This design comes from an exercise in tuning for small area and a short achievable clock period on the open sky130 flow, not from production work. Only simulation tests tie the RTL to the original design; equivalence was not proved.

## red
==> module div_row, before the edit <==
module div_row #(
    parameter FIRST = 0         
) (
    input  logic [15:0] s,
    input  logic [15:0] c,
    input  logic [15:0] d1,     
    input  logic [15:0] d2,     
    input  logic [5:0]  m2,     
    input  logic [5:0]  m1,
    output logic [15:0] ns,     
    output logic [15:0] nc,
    output logic [1:0]  qpos,   
    output logic [1:0]  qneg    
);
    logic        sub, two, one, ge2, ltm2;
    logic [15:0] mag, x;
    if (FIRST) begin : g_first
        assign sub  = 1'b1;
        assign two  = s[15:9] >= {1'b0, m2};
        assign one  = !two;
        assign ge2  = two;
        assign ltm2 = 1'b0;
    end else begin : g_sel
        logic signed [6:0] est;
        logic              ge1, ltm1;
        assign est  = s[15:9] + c[15:9];
        assign ge2  = est >= $signed({1'b0, m2});
        assign ge1  = est >= $signed({1'b0, m1});
        assign ltm2 = est < $signed(~{1'b0, m2});
        assign ltm1 = est < $signed(~{1'b0, m1});
        assign sub  = ge1;
        assign two  = ge2 | ltm2;
        assign one  = (ge1 | ltm1) & !two;
    end
    assign mag  = two ? d2 : (one ? d1 : 16'd0);
    assign x    = mag ^ {16{sub}};
    assign ns   = s ^ c ^ x;
    assign nc   = {((s & c) | (s & x) | (c & x)), sub};
    assign qpos = {ge2, sub & !two};
    assign qneg = {ltm2, !sub & one};
endmodule
clock: 80.0 ns
lec_check: 0
abc_area: 1
cap_margin: 50
core_margin: 2
core_utilization: 60
gpl_timing_driven: 1
slew_margin: 70
run.sh (not shown) runs the stock make flow with config.mk's settings and CLKGATE_MAP_FILE= SYNTH_SCRIPT=/design/flow/synth_recipe.tcl, a recipe that flattens the netlist after the stock synthesis.
### red -> blue
diff --git a/flow/design.v b/flow/design.v
--- a/flow/design.v
+++ b/flow/design.v
@@ -624,11 +624,11 @@
         logic signed [6:0] est;
         logic              ge1, ltm1;
         assign est  = s[15:9] + c[15:9];
         assign ge2  = est >= $signed({1'b0, m2});
-        assign ge1  = est >= $signed({1'b0, m1});
+        assign ge1  = m1[1] ? (est >= 7'sd6) : (est >= 7'sd4);
         assign ltm2 = est < $signed(~{1'b0, m2});
-        assign ltm1 = est < $signed(~{1'b0, m1});
+        assign ltm1 = m1[1] ? (est < -7'sd7) : (est < -7'sd5);
         assign sub  = ge1;
         assign two  = ge2 | ltm2;
         assign one  = (ge1 | ltm1) & !two;
     end
- In blue, number of different library cells in the post-synthesis netlist is higher than in red.
- red and blue ended up with roughly the same routed length per instance.
- Diff red -> blue | sequential share of layout area | increase of 0.22 points
- blue gives less final wirelength than red did.
- red → blue: sequential element share of the synthesized area picked up an extra 0.19 points, final worst setup slack picked up an extra 0.29 ns.
- Ratio of final minimum period to clock period (lower): blue
- Relative to red, the via count measured on blue has decreased by a few percent.
- blue vs red: post-synthesis net count down by a few percent
- blue has area of the multi-input gates below what red had.

--- another note on this design; it stands on its own ---

raven:
Design posit_unit, start of the top module:
module posit_unit (
    input  logic        clk,
    input  logic        rst_n,
    input  logic        in_valid,
    input  logic [1:0]  op,
    input  logic [15:0] a,
    input  logic [15:0] b,
    output logic        out_valid,
    output logic [15:0] result
);
    logic        sa, sb, sb_eff;
    logic [14:0] ma, mb;
    logic signed [5:0] ta, tb;
    logic [11:0] fa, fb;
    logic        ha, hb;
    logic        a_zero, b_zero, a_nar, b_nar;
    logic        nar_res, zero_res;
    assign sa = a[15];
    assign sb = b[15];
    assign ma = (a[14:0] ^ {15{sa}}) + 15'(sa);
    assign mb = (b[14:0] ^ {15{sb}}) + 15'(sb);
    assign sb_eff = sb ^ (op == 2'd1);
    posit_decode deca_i (.mag(ma), .te(ta), .frac(fa), .hid(ha));
    posit_decode decb_i (.mag(mb), .te(tb), .frac(fb), .hid(hb));
    logic [15:0] ds, dc;
    logic [3:0]  dqp, dqn;
    div_head #(.K(2)) div_head_i (
        .f1(fa), .f2(fb), .s_out(ds), .c_out(dc), .qpos(dqp), .qneg(dqn)
    );
    assign a_zero = (a == 16'h0000);
    assign b_zero = (b == 16'h0000);
    assign a_nar  = (a == 16'h8000);
    assign b_nar  = (b == 16'h8000);
    assign nar_res  = a_nar || b_nar || (op == 2'd3 && b_zero);
    assign zero_res = op[1] && (a_zero || (!op[0] && b_zero));
    logic        valid_q;
    logic        mul_q, div_q, swap_q;
    logic        sa_q, sb_q;
    logic signed [5:0] ta_q, tb_q;
    logic [11:0] fa_q, fb_q;
    logic        ha_q, hb_q;
    logic        nar_q, zero_q;
    logic [15:0] ds_q, dc_q;
    logic [3:0]  dqp_q, dqn_q;
    always_ff @(posedge clk) begin
        if (!rst_n) valid_q <= 1'b0;
  ...
Size in the first run: about 3700 cells after synthesis, about 110 flip-flops, roughly 54 I/O pins, ~25000 um^2 of cells after synthesis.
Settings: LEC_CHECK=0, ABC_AREA=1, CAP_MARGIN=70, CORE_MARGIN=2, CORE_UTILIZATION=55, GPL_TIMING_DRIVEN=1, SLEW_MARGIN=90; clock period 80.0 ns.
run.sh (not shown) runs the stock make flow with config.mk's settings and CLKGATE_MAP_FILE= SYNTH_SCRIPT=/design/flow/synth_recipe.tcl, a recipe that flattens the netlist after the stock synthesis.
raven is listed as incomplete: the tool reported an error in detailed placement and the run ended there.
The following lists how harbor was set up differently from raven:
Settings: CAP_MARGIN changed from 70 to 50; ABC_AREA changed from 1 to 0; CORE_UTILIZATION changed from 55 to 60; SLEW_MARGIN changed from 90 to 70.
Results
Both conditions hold for harbor: the flow ran to the end and the final layout passed the timing, design-rule and antenna checks.
Re fraction of synthesized cell area in xor and xnor cells: harbor is 0.17 points up on raven.
Netlist area before placement delta for harbor relative to raven: 1400 um^2 higher
Chip height in harbor vs raven: down 3.3 um
diff inputs: harbor => tundra
Settings: setting PLACE_DENSITY to 0.75 for the first time; changing ABC_AREA from 0 to 1.
- Total non-filler cell area in the finished layout came out lower on tundra than on harbor.
- tundra vs harbor — total routing usage reported by global routing rose 2.7 points.
- Worst-case setup slack after placement was higher in tundra than in harbor.
- What tundra reported for number of distinct library cells after synthesis has to be multiplied by 1.6 to get the figure for harbor.
- [compare] base=harbor new=tundra: compound-gate portion of the synthesized area went down by 5.9 points; critical path depth increased by about 30% relative to the old numbers; measured slew at the worst slew-check pin -0.0030 ns.
- Of the two values seen for timing endpoint of the critical path, ds_q[14]$_DFF_P_ was produced by tundra and ds_q[10]$_DFF_P_ by harbor.

port drivers added, routing unchanged:
The flow's constraints put no driver on any port. The routed layouts listed below were extracted and timed again, unchanged, in two steps. Step 1 sets driving cells, clkbuf_16 on the clock port and buf_2 on the other inputs (assumed; they add their load-dependent delay and slew). Step 2 times the ports against the registers' clock, not the clock port: input delays grow and output delays shrink by t, the midpoint of the rising clock arrivals with the driver on. Three values: ideal ports, drivers, drivers and shift; two values: the first two.
run	t, ns	setup slack, ns	clock arrival spread, ns
red	0.425	54.662 / 54.690 / 54.264	0.018 / 0.019
blue	0.436	54.947 / 54.970 / 54.533	0.023 / 0.023
harbor	0.430	53.791 / 53.814 / 53.384	0.026 / 0.026
tundra	0.443	54.827 / 54.845 / 54.402	0.015 / 0.015
After both steps every run listed still meets setup and hold. For tundra, which loses most, drivers alone change the setup slack by +0.018 ns; drivers and shift together by -0.425 ns.
